Source: an optimization exercise on an open RTL-to-GDS flow (aim: small area, a short achievable clock period and few clock cycles per item). Production flows keep margins and buffers that such runs may drop. The RTL was checked by simulation tests, not by an equivalence proof against the original design. Power figures rest on the tool's default switching activity, not on a simulated workload.

===== flow/config.mk =====
export PLATFORM = sky130hd
export DESIGN_NAME = diff_drive_odometry
export DESIGN_NICKNAME = diff_drive_odometry
export VERILOG_FILES = /design/flow/design.v
export SDC_FILE = /design/flow/constraint.sdc
export NUM_CORES = 4
export LEC_CHECK = 0
export CAP_MARGIN = 20
export CORE_MARGIN = 2
export CORE_UTILIZATION = 40
export SLEW_MARGIN = 20

===== flow/constraint.sdc =====
create_clock -name core_clock -period 13.0 [get_ports {i_clk}]
set_input_delay 2.6000 -clock core_clock [delete_from_list [all_inputs] [get_ports {i_clk}]]
set_output_delay 2.6000 -clock core_clock [all_outputs]
set_load 0.01 [all_outputs]

===== flow/design.v =====
`timescale 1ns / 1ps
package ddo_pkg;
    localparam int CORDIC_STEPS_DFLT   = 16;
    localparam int POSITION_WIDTH_DFLT = 32;
    localparam int RATE_W    = 24;
    localparam int DT_W      = 16;
    localparam int CFG_W     = 16;
    localparam int CFG_IDX_W = 8;
    localparam int OUT_W     = 32;
    localparam logic [CFG_IDX_W-1:0] REG_WHEEL_RADIUS = 8'd0;
    localparam logic [CFG_IDX_W-1:0] REG_INV_SEP      = 8'd1;
    localparam logic [CFG_W-1:0] RST_WHEEL_RADIUS = 16'd135;
    localparam logic [CFG_W-1:0] RST_INV_SEP      = 16'd2560;
    localparam int CRD_W   = 34;
    localparam int MUL_A_W = 42;
    localparam int MUL_B_W = 18;
    localparam int MUL_P_W = MUL_A_W + MUL_B_W;
    localparam int ACC_W   = 68;
    localparam int ANG_W   = 33;
    localparam logic signed [CRD_W-1:0] CORDIC_X0 = 34'sd652032874;
    localparam logic [30:0]            RAD_TO_BAM = 31'd683565276;
    localparam logic [MUL_B_W-1:0]     BAM_K_LO   = {2'b00, RAD_TO_BAM[15:0]};
    localparam logic [MUL_B_W-1:0]     BAM_K_HI   = {3'b000, RAD_TO_BAM[30:16]};
    localparam int ATAN_N     = 32;
    localparam int ATAN_IDX_W = 5;
endpackage
`timescale 1ns / 1ps
import ddo_pkg::*;
module diff_drive_odometry #(
    parameter int CORDIC_STEPS   = CORDIC_STEPS_DFLT,
    parameter int POSITION_WIDTH = POSITION_WIDTH_DFLT
) (
    input  logic                        i_clk,
    input  logic                        i_rst_n,
    input  logic                        i_cfg_valid,
    output logic                        o_cfg_ready,
    input  logic [CFG_IDX_W-1:0]        i_cfg_index,
    input  logic [CFG_W-1:0]            i_cfg_data,
    input  logic                        i_in_valid,
    output logic                        o_in_stall,
    input  logic signed [RATE_W-1:0]    i_first_wheel_rate,
    input  logic signed [RATE_W-1:0]    i_second_wheel_rate,
    input  logic [DT_W-1:0]             i_time_step,
    output logic                        o_out_valid,
    input  logic                        i_out_stall,
    output logic signed [OUT_W-1:0]     o_position_x,
    output logic signed [OUT_W-1:0]     o_position_y,
    output logic [OUT_W-1:0]            o_heading,
    output logic signed [OUT_W-1:0]     o_forward_speed,
    output logic signed [OUT_W-1:0]     o_turn_rate
);
    localparam int ITER_N = (CORDIC_STEPS > ATAN_N) ? ATAN_N : CORDIC_STEPS;
    localparam logic [ATAN_IDX_W-1:0] ITER_LAST = ATAN_IDX_W'(ITER_N - 1);
    localparam int STEP_W = 38;
    localparam int SUM_W  = ((POSITION_WIDTH > STEP_W) ? POSITION_WIDTH : STEP_W) + 1;
    localparam int WIDE_W = (POSITION_WIDTH > OUT_W) ? POSITION_WIDTH : OUT_W + 1;
    localparam logic signed [SUM_W-1:0] POS_MAX =
        {{(SUM_W-POSITION_WIDTH+1){1'b0}}, {(POSITION_WIDTH-1){1'b1}}};
    localparam logic signed [SUM_W-1:0] POS_MIN = ~POS_MAX;
    localparam logic signed [WIDE_W-1:0] OUT_MAX =
        {{(WIDE_W-OUT_W+1){1'b0}}, {(OUT_W-1){1'b1}}};
    localparam logic signed [WIDE_W-1:0] OUT_MIN = ~OUT_MAX;
    typedef enum logic [3:0] {
        S_IDLE,
        S_CORDIC,
        S_MUL_SPD,
        S_MUL_RD,
        S_MUL_TRN,
        S_MUL_XL,
        S_MUL_XH,
        S_MUL_XDT,
        S_MUL_YL,
        S_MUL_YH,
        S_MUL_YDT,
        S_MUL_TDT,
        S_MUL_KL,
        S_MUL_KH,
        S_HEAD,
        S_DONE
    } t_state;
    t_state                         r_state;
    logic [CFG_W-1:0]               r_radius;
    logic [CFG_W-1:0]               r_inv_sep;
    logic signed [POSITION_WIDTH-1:0] r_px;
    logic signed [POSITION_WIDTH-1:0] r_py;
    logic [OUT_W-1:0]               r_head;
    logic signed [RATE_W:0]         r_sum;
    logic signed [RATE_W:0]         r_diff;
    logic [DT_W-1:0]                r_dt;
    logic signed [CRD_W-1:0]        r_cx;
    logic signed [CRD_W-1:0]        r_cy;
    logic signed [CRD_W-1:0]        r_cz;
    logic                           r_flip;
    logic [ATAN_IDX_W-1:0]          r_iter;
    logic signed [ACC_W-1:0]        r_acc;
    logic signed [OUT_W-1:0]        r_speed;
    logic signed [OUT_W-1:0]        r_turn;
    logic signed [ANG_W-1:0]        r_ang;
    logic                           r_out_valid;
    logic signed [OUT_W-1:0]        r_out_x;
    logic signed [OUT_W-1:0]        r_out_y;
    logic [OUT_W-1:0]               r_out_head;
    logic signed [OUT_W-1:0]        r_out_speed;
    logic signed [OUT_W-1:0]        r_out_turn;
    logic                           in_acc;
    logic                           out_free;
    logic signed [CRD_W-1:0]        dx;
    logic signed [CRD_W-1:0]        dy;
    logic signed [CRD_W-1:0]        atan_z;
    logic signed [CRD_W-1:0]        n_cx;
    logic signed [CRD_W-1:0]        n_cy;
    logic signed [CRD_W-1:0]        n_cz;
    logic                           fold_flip;
    logic [OUT_W-1:0]               fold_ang;
    logic signed [CRD_W-1:0]        cos_v;
    logic signed [CRD_W-1:0]        sin_v;
    logic signed [CRD_W-1:0]        trig_v;
    logic signed [MUL_A_W-1:0]      mul_a;
    logic signed [MUL_B_W-1:0]      mul_b;
    logic signed [MUL_P_W-1:0]      mul_a_x;
    logic signed [MUL_P_W-1:0]      mul_b_x;
    logic signed [MUL_P_W-1:0]      mul_p;
    logic signed [ACC_W-1:0]        acc_hi;
    logic signed [ACC_W-1:0]        acc_sh9;
    logic signed [ACC_W-1:0]        acc_sh16;
    logic signed [ACC_W-1:0]        acc_sh30;
    logic signed [POSITION_WIDTH-1:0] pos_cur;
    logic signed [SUM_W-1:0]        pos_sum;
    logic signed [POSITION_WIDTH-1:0] n_pos;
    logic signed [WIDE_W-1:0]       px_wide;
    logic signed [WIDE_W-1:0]       py_wide;
    logic signed [OUT_W-1:0]        px_sat;
    logic signed [OUT_W-1:0]        py_sat;
    assign o_cfg_ready = 1'b1;
    assign o_in_stall  = (r_state != S_IDLE);
    assign in_acc      = i_in_valid && (r_state == S_IDLE);
    assign out_free    = !r_out_valid || !i_out_stall;
    assign fold_flip = r_head[31] ^ r_head[30];
    assign fold_ang  = fold_flip ? (r_head + 32'h8000_0000) : r_head;
    assign dx     = r_cy >>> r_iter;
    assign dy     = r_cx >>> r_iter;
    assign atan_z = $signed({2'b00, atan_v});
    logic [31:0]                    atan_v;
    always_comb begin
        unique case (r_iter)
            5'd0: atan_v = 32'h20000000;
            5'd1: atan_v = 32'h12E4051E;
            5'd2: atan_v = 32'h09FB385B;
            5'd3: atan_v = 32'h051111D4;
            5'd4: atan_v = 32'h028B0D43;
            5'd5: atan_v = 32'h0145D7E1;
            5'd6: atan_v = 32'h00A2F61E;
            5'd7: atan_v = 32'h00517C55;
            5'd8: atan_v = 32'h0028BE53;
            5'd9: atan_v = 32'h00145F2F;
            5'd10: atan_v = 32'h000A2F98;
            5'd11: atan_v = 32'h000517CC;
            5'd12: atan_v = 32'h00028BE6;
            5'd13: atan_v = 32'h000145F3;
            5'd14: atan_v = 32'h0000A2FA;
            5'd15: atan_v = 32'h0000517D;
            5'd16: atan_v = 32'h000028BE;
            5'd17: atan_v = 32'h0000145F;
            5'd18: atan_v = 32'h00000A30;
            5'd19: atan_v = 32'h00000518;
            5'd20: atan_v = 32'h0000028C;
            5'd21: atan_v = 32'h00000146;
            5'd22: atan_v = 32'h000000A3;
            5'd23: atan_v = 32'h00000051;
            5'd24: atan_v = 32'h00000029;
            5'd25: atan_v = 32'h00000014;
            5'd26: atan_v = 32'h0000000A;
            5'd27: atan_v = 32'h00000005;
            5'd28: atan_v = 32'h00000003;
            5'd29: atan_v = 32'h00000001;
            5'd30: atan_v = 32'h00000001;
            5'd31: atan_v = 32'h00000000;
            default: atan_v = 32'h00000000;
        endcase
    end
    localparam logic signed [ACC_W-1:0] SAT_HI = {{(ACC_W-OUT_W+1){1'b0}}, {(OUT_W-1){1'b1}}};
    localparam logic signed [ACC_W-1:0] SAT_LO = ~SAT_HI;
    logic signed [OUT_W-1:0]        sat_sh9;
    logic signed [OUT_W-1:0]        sat_sh16;
    always_comb begin
        if (acc_sh9 > SAT_HI) begin
            sat_sh9 = SAT_HI[OUT_W-1:0];
        end else if (acc_sh9 < SAT_LO) begin
            sat_sh9 = SAT_LO[OUT_W-1:0];
        end else begin
            sat_sh9 = acc_sh9[OUT_W-1:0];
        end
        if (acc_sh16 > SAT_HI) begin
            sat_sh16 = SAT_HI[OUT_W-1:0];
        end else if (acc_sh16 < SAT_LO) begin
            sat_sh16 = SAT_LO[OUT_W-1:0];
        end else begin
            sat_sh16 = acc_sh16[OUT_W-1:0];
        end
    end
    always_comb begin
        if (!r_cz[CRD_W-1]) begin
            n_cx = r_cx - dx;
            n_cy = r_cy + dy;
            n_cz = r_cz - atan_z;
        end else begin
            n_cx = r_cx + dx;
            n_cy = r_cy - dy;
            n_cz = r_cz + atan_z;
        end
    end
    assign cos_v  = r_flip ? -r_cx : r_cx;
    assign sin_v  = r_flip ? -r_cy : r_cy;
    assign trig_v = ((r_state == S_MUL_XL) || (r_state == S_MUL_XH)) ? cos_v : sin_v;
    assign acc_sh9  = r_acc >>> 9;
    assign acc_sh16 = r_acc >>> 16;
    assign acc_sh30 = r_acc >>> 30;
    always_comb begin
        mul_a = '0;
        mul_b = '0;
        unique case (r_state)
            S_MUL_SPD: begin
                mul_a = MUL_A_W'(r_sum);
                mul_b = $signed({2'b00, r_radius});
            end
            S_MUL_RD: begin
                mul_a = MUL_A_W'(r_diff);
                mul_b = $signed({2'b00, r_radius});
            end
            S_MUL_TRN: begin
                mul_a = r_acc[MUL_A_W-1:0];
                mul_b = $signed({2'b00, r_inv_sep});
            end
            S_MUL_XL, S_MUL_YL: begin
                mul_a = MUL_A_W'(r_speed);
                mul_b = $signed({2'b00, trig_v[15:0]});
            end
            S_MUL_XH, S_MUL_YH: begin
                mul_a = MUL_A_W'(r_speed);
                mul_b = trig_v[CRD_W-1:16];
            end
            S_MUL_XDT, S_MUL_YDT: begin
                mul_a = acc_sh30[MUL_A_W-1:0];
                mul_b = $signed({2'b00, r_dt});
            end
            S_MUL_TDT: begin
                mul_a = MUL_A_W'(r_turn);
                mul_b = $signed({2'b00, r_dt});
            end
            S_MUL_KL: begin
                mul_a = MUL_A_W'($signed(acc_sh16[ANG_W-1:0]));
                mul_b = $signed(BAM_K_LO);
            end
            S_MUL_KH: begin
                mul_a = MUL_A_W'(r_ang);
                mul_b = $signed(BAM_K_HI);
            end
            default: begin
                mul_a = '0;
                mul_b = '0;
            end
        endcase
    end
    assign mul_a_x = MUL_P_W'(mul_a);
    assign mul_b_x = MUL_P_W'(mul_b);
    assign mul_p   = mul_a_x * mul_b_x;
    assign acc_hi  = r_acc + (ACC_W'(mul_p) <<< 16);
    assign pos_cur = (r_state == S_MUL_YL) ? r_px : r_py;
    assign pos_sum = SUM_W'(pos_cur) + SUM_W'($signed(acc_sh16[STEP_W-1:0]));
    always_comb begin
        if (pos_sum > POS_MAX) begin
            n_pos = POS_MAX[POSITION_WIDTH-1:0];
        end else if (pos_sum < POS_MIN) begin
            n_pos = POS_MIN[POSITION_WIDTH-1:0];
        end else begin
            n_pos = pos_sum[POSITION_WIDTH-1:0];
        end
    end
    assign px_wide = WIDE_W'(r_px);
    assign py_wide = WIDE_W'(r_py);
    always_comb begin
        if (px_wide > OUT_MAX) begin
            px_sat = OUT_MAX[OUT_W-1:0];
        end else if (px_wide < OUT_MIN) begin
            px_sat = OUT_MIN[OUT_W-1:0];
        end else begin
            px_sat = px_wide[OUT_W-1:0];
        end
        if (py_wide > OUT_MAX) begin
            py_sat = OUT_MAX[OUT_W-1:0];
        end else if (py_wide < OUT_MIN) begin
            py_sat = OUT_MIN[OUT_W-1:0];
        end else begin
            py_sat = py_wide[OUT_W-1:0];
        end
    end
    always_ff @(posedge i_clk) begin
        if (!i_rst_n) begin
            r_state     <= S_IDLE;
            r_radius    <= RST_WHEEL_RADIUS;
            r_inv_sep   <= RST_INV_SEP;
            r_px        <= '0;
            r_py        <= '0;
            r_head      <= '0;
            r_out_valid <= 1'b0;
        end else begin
            if (i_cfg_valid) begin
                unique case (i_cfg_index)
                    REG_WHEEL_RADIUS: r_radius  <= i_cfg_data;
                    REG_INV_SEP:      r_inv_sep <= i_cfg_data;
                    default:          ;
                endcase
            end
            if ((r_state == S_DONE) && out_free) begin
                r_out_valid <= 1'b1;
            end else if (r_out_valid && !i_out_stall) begin
                r_out_valid <= 1'b0;
            end
            unique case (r_state)
                S_IDLE: begin
                    if (in_acc) begin
                        r_sum  <= (RATE_W+1)'(i_first_wheel_rate)
                                + (RATE_W+1)'(i_second_wheel_rate);
                        r_diff <= (RATE_W+1)'(i_first_wheel_rate)
                                - (RATE_W+1)'(i_second_wheel_rate);
                        r_dt   <= i_time_step;
                        r_cx   <= CORDIC_X0;
                        r_cy   <= '0;
                        r_cz   <= CRD_W'($signed(fold_ang));
                        r_flip <= fold_flip;
                        r_iter <= '0;
                        r_state <= S_CORDIC;
                    end
                end
                S_CORDIC: begin
                    r_cx   <= n_cx;
                    r_cy   <= n_cy;
                    r_cz   <= n_cz;
                    r_iter <= r_iter + 1'b1;
                    if (r_iter == ITER_LAST) begin
                        r_state <= S_MUL_SPD;
                    end
                end
                S_MUL_SPD: begin
                    r_acc   <= ACC_W'(mul_p);
                    r_state <= S_MUL_RD;
                end
                S_MUL_RD: begin
                    r_speed <= sat_sh9;
                    r_acc   <= ACC_W'(mul_p);
                    r_state <= S_MUL_TRN;
                end
                S_MUL_TRN: begin
                    r_acc   <= ACC_W'(mul_p);
                    r_state <= S_MUL_XL;
                end
                S_MUL_XL: begin
                    r_turn  <= sat_sh16;
                    r_acc   <= ACC_W'(mul_p);
                    r_state <= S_MUL_XH;
                end
                S_MUL_XH: begin
                    r_acc   <= acc_hi;
                    r_state <= S_MUL_XDT;
                end
                S_MUL_XDT: begin
                    r_acc   <= ACC_W'(mul_p);
                    r_state <= S_MUL_YL;
                end
                S_MUL_YL: begin
                    r_px    <= n_pos;
                    r_acc   <= ACC_W'(mul_p);
                    r_state <= S_MUL_YH;
                end
                S_MUL_YH: begin
                    r_acc   <= acc_hi;
                    r_state <= S_MUL_YDT;
                end
                S_MUL_YDT: begin
                    r_acc   <= ACC_W'(mul_p);
                    r_state <= S_MUL_TDT;
                end
                S_MUL_TDT: begin
                    r_py    <= n_pos;
                    r_acc   <= ACC_W'(mul_p);
                    r_state <= S_MUL_KL;
                end
                S_MUL_KL: begin
                    r_ang   <= acc_sh16[ANG_W-1:0];
                    r_acc   <= ACC_W'(mul_p);
                    r_state <= S_MUL_KH;
                end
                S_MUL_KH: begin
                    r_acc   <= acc_hi;
                    r_state <= S_HEAD;
                end
                S_HEAD: begin
                    r_head  <= r_head + r_acc[47:16];
                    r_state <= S_DONE;
                end
                S_DONE: begin
                    if (out_free) begin
                        r_out_x     <= px_sat;
                        r_out_y     <= py_sat;
                        r_out_head  <= r_head;
                        r_out_speed <= r_speed;
                        r_out_turn  <= r_turn;
                        r_state     <= S_IDLE;
                    end
                end
                default: begin
                    r_state <= S_IDLE;
                end
            endcase
        end
    end
    assign o_out_valid     = r_out_valid;
    assign o_position_x    = r_out_x;
    assign o_position_y    = r_out_y;
    assign o_heading       = r_out_head;
    assign o_forward_speed = r_out_speed;
    assign o_turn_rate     = r_out_turn;
endmodule

===== flow/run.sh =====
#!/bin/bash
# synth_recipe.tcl (not shown) runs the flow's synth.tcl, then flattens the netlist and writes it again
# the make line also repeats each setting of config.mk as NAME=value (left out here)
make -C /OpenROAD-flow-scripts/flow DESIGN_CONFIG=/design/flow/config.mk WORK_HOME=/design/flow/orfs CLKGATE_MAP_FILE= SYNTH_SCRIPT=/design/flow/synth_recipe.tcl finish

==> results.txt <==
[cell families after synthesis]
kind of cell / after synthesis
AO/OA/AOI/OAI: 1641
XOR/XNOR: 411
adder cells (fa/ha/maj): 1145
buffers and inverters: 1436
flip-flops: 661
multiplexers: 246
other: 1
AND/OR/NAND/NOR: 2343
[cell type report]
class | instances | area (um^2) | area share (%)
clock buffers | 105 | 2221 | 2.743
diodes | 2 | 5.005 | 0.006182
repair buffers | 525 | 4717 | 5.827
well taps | 2355 | 2947 | 3.640
flip-flops and latches | 661 | 18220 | 22.50
clock inverters | 44 | 460.4 | 0.5688
inverters | 968 | 3641 | 4.498
multi-input cells | 5787 | 48740 | 60.21
[report_power, final]
part           switching, W  internal, W  total (W)
sequential         0.000212      0.00247    0.00269
combinational       0.00239      0.00157    0.00395
clock               0.00101      0.00129    0.00230
[through the flow]
stage,hold slack (ns),TNS [ns],setup WS [ns]
final,0.4477,0,0.4629
after floorplan,0.4262,0,1.457
after detailed placement,0.4329,0,0.1951
after CTS,0.4434,0,0.1488
after global placement,0.4309,0,0.3044
after global routing,0.4598,-0.2129,-0.1054
[sequential cells by signal, summed over array words and instances (netlist names), 5 cells and up]
name	cells
atan_v	30
r_acc	68
r_ang	33
r_cx	34
r_cy	34
r_cz	34
r_diff	25
r_dt	16
r_head	32
r_inv_sep	16
r_iter	5
r_out_head	32
r_out_speed	32
r_out_turn	32
r_out_x	32
r_out_y	32
r_px	32
r_py	32
r_radius	16
r_speed	32
r_sum	24
r_turn	32
[synthesized netlist by cell type (110+ instances only)]
cell / number
a21o_1: 135
dfxtp_1: 163
xnor2_1: 232
o21ai_0: 357
a21oi_1: 457
nor2_1: 564
clkbuf_1: 379
xor2_1: 179
nand2_1: 996
edfxtp_1: 498
inv_1: 963
nand3_1: 126
ha_1: 424
fa_1: 721
nor3_1: 110
[worst max path at each step]
stage,start,endpoint,slack (ns),cells past startpoint
2_1_floorplan,r_cy[9]$_SDFFCE_PN0P_,r_acc[66]$_DFFE_PP_,1.46,43
5_1_grt,r_cy[10]$_SDFFCE_PN0P_,r_acc[66]$_DFFE_PP_,-0.11,43
6_report,r_cy[10]$_SDFFCE_PN0P_,r_acc[66]$_DFFE_PP_,0.46,42
3_5_place_dp,r_cy[0]$_SDFFCE_PN0P_,r_acc[66]$_DFFE_PP_,0.20,44
3_3_place_gp,r_cy[0]$_SDFFCE_PN0P_,r_acc[66]$_DFFE_PP_,0.30,44
4_1_cts,r_cy[0]$_SDFFCE_PN0P_,r_acc[66]$_DFFE_PP_,0.15,44
[routing by layer]
layer | vias up | global-route usage, %
met5 | - | 0
met3 | 438 | 3.987
met2 | 2229 | 42.93
li1 | 27060 | -
met1 | 30120 | 36.04
met4 | 4 | 12.62
[repair_timing]
item | in CTS | in global routing
gates resized for setup | 0 | 18
buffers inserted | 0 | 1
endpoints found under the setup margin | 0 | 8
[critical path: cells and delay by family, from the launching register on]
kind                       cells  cell delay, ns
and+or+nand+nor               16            4.16
buffers and inverters          3            0.27
DFF                            1            0.43
AOI/OAI and AO/OA             13            3.02
adders and majority gates      8            3.87
xor gates and xnor gates       2            0.52
==> summary.txt <==
Synth
  • Post-synthesis adder-cell area fraction: 27.37%
  • Post-Syn Area: 0.07212 mm^2
  • Post-synth top area cell: edfxtp_1
  • Complex-gate fraction of the synthesized area: 14.77%
  • Simple-gate share of the synthesized area: 14.85%
  • Top post-synthesis cells by area: edfxtp_1 21%, fa_1 20%, ha_1 7.4%
  • Sequential-to-total area share from yosys stat: 25.26%
  • Netlist cell types: 101
  • Synth Instances: 7884
  • Number of synthesis warnings: 1
  • Number of synthesized flops with an enable pin: 498
  • Multiplexer area fraction after synthesis: 5.097%
  • Syn_nets: 9122
  • Post-synth ARST share: 0%
  • Largest family of logic cells by synthesized area: adder cells
  • Post-synth top flop: edfxtp_1
  • Top-area cell type share of the netlist area: 20.73%
  • Post-synthesis xor/xnor area fraction: 4.991%
  • Count of state elements after synthesis: 661
  • Mean post-synth cell area: 9.148 um^2

Route
  • Highest Signal Layer: met5
  • WL met2: 114600 um
  • Drt total wl: 250600 um
  • Met1 wire length: 105800 um
  • Wire per inst: 23.99 um
  • DRT Pass-1 Iters: 7
  • Via count: 59860
  • DR vias/cell: 5.729
  • DRT iter0 DRCs: 5259
  • Post-DRT Antenna Nets: 0
  • DRC: 0
  • Met3 wire length: 16670 um

STA
  • Least-Margin Pin Slew: 1.103 ns
  • Min Clock Period, post-route: 12.54 ns
  • Final setup violation count: 0
  • Rel. slew slack: 26.49%
  • Fin. max-slew vios: 0
  • Skew final: 0.09976 ns
  • Final Hold Vio Count: 0
  • Period utilisation layout: 96.44%
  • Fmax achieved: 0.07976 GHz

Global routing
  • Largest net degree at the start of global routing: 87
  • First-pass GRT wire length: 378600 um
  • Vias in the first global route: 60090
  • Total congestion overflow: 0
  • Initial antenna violation count: 5
  • GRT Total Usage: 26.93%

Floorplan
  • IO Pins: 256
  • Die width: 428.6 um
  • Core Box Area: 0.1788 mm^2
  • Initial core utilization: 40.34%
  • Chip height: 428.6 um
  • Die ar.: 0.1837 mm^2
  • Row count: 155

CTS
  • CTS tree: done
  • Clk sink count: 661
  • H-tree Lvls: 3
  • Worst-path clk slew: 0.06 ns
  • Skew-Pair Late Insertion Delay: 0.74 ns
  • Hold bufs inserted after CTS: 0
  • CTS max path bufs: 3
  • Clk Tree Root Cell: clkbuf_16
  • Num CTS Buffers: 81

Cells and area
  • Fin cells: 10450
  • Most frequent cells in the layout: 996 x nand2_1, 960 x inv_1, 721 x fa_1, 555 x nor2_1, 498 x edfxtp_1
  • Final Net Count: 9262
  • Fillers: 17160
  • Area growth, synth to finish: 12.24%
  • Commonest non-fill, non-tap cell in the layout: nand2_1
  • Post-Route Utilization: 45.27%
  • Final instance area: 0.08095 mm^2
  • Share of layout cells above drive strength 1: 8.504%

Worst hold path
  • Min-Delay Path Class: register to register
  • Hold Path Depth: 0
  • Min-delay src: r_px[5]$_SDFFE_PN0P_
  • Hold EP: r_out_x[5]$_SDFFCE_PN1P_

Setup path
  • Critical Path Slowest Stage Cell: or4_4
  • Worst R2R Start: r_cy[10]$_SDFFCE_PN0P_
  • CP Max Fanout: 7
  • Setup CP Type: register to register
  • Worst setup SP type: register
  • Most numerous cell on the critical path: fa_1
  • Cells on worst reg2reg path: 42
  • CP Capture Type: register
  • CP peak stage delay: 0.57 ns
  • R2r setup slk: 0.46 ns
  • Worst r2r dst: r_acc[66]$_DFFE_PP_
  • Req. time, crit path: 13.44 ns
  • Arrival time worst endpoint: 12.98 ns

Placed design
  • IO buf count: 254
  • Placed insts: 10300
  • Dpl hpwl: 194700 um
  • GPL Wtd Cong: 0.9724
  • Post-DP Area: 0.07817 mm^2

Power
  • Leak: 33.96 nW
  • Max VDD drop: 0.1020 mV
  • PwrDens: 110.5 mW/mm^2
  • Total power draw: 0.008943 W

Status
  • Outcome: timing/DRC/antenna clean

Flow run
  • MaxCap Viol Count: 0
Testbench counts, summed over its fixed seeds: cycles 99,208, items 3,200.

==> afterwards: timing with drivers on the ports <==
The results above use ideal ports. As a check the final layout listed here was re-extracted and re-timed, cells and wires unchanged.
Step 1 assumes that a clkbuf_16 drives the clock port and a buf_2 every other input.
Step 2, shift: input delay + t, output delay - t, t = (earliest + latest rising clock arrival at the registers) / 2. This alone moves slack from input paths to output paths.
a / b / c = ideal ports / drivers / drivers and shift; a / b = the first two.
shift t [ns]: 0.789
setup slack, ns: 0.463 / 0.463 / 0.463
worst hold slack (ns): 0.448 / 0.448 / 0.448
worst setup path after step 2: register to register
pins driven straight from the clock port: 1
After both steps this run still meets setup and hold. For this run, drivers alone change the setup slack by 0.000 ns; drivers and shift together by 0.000 ns.
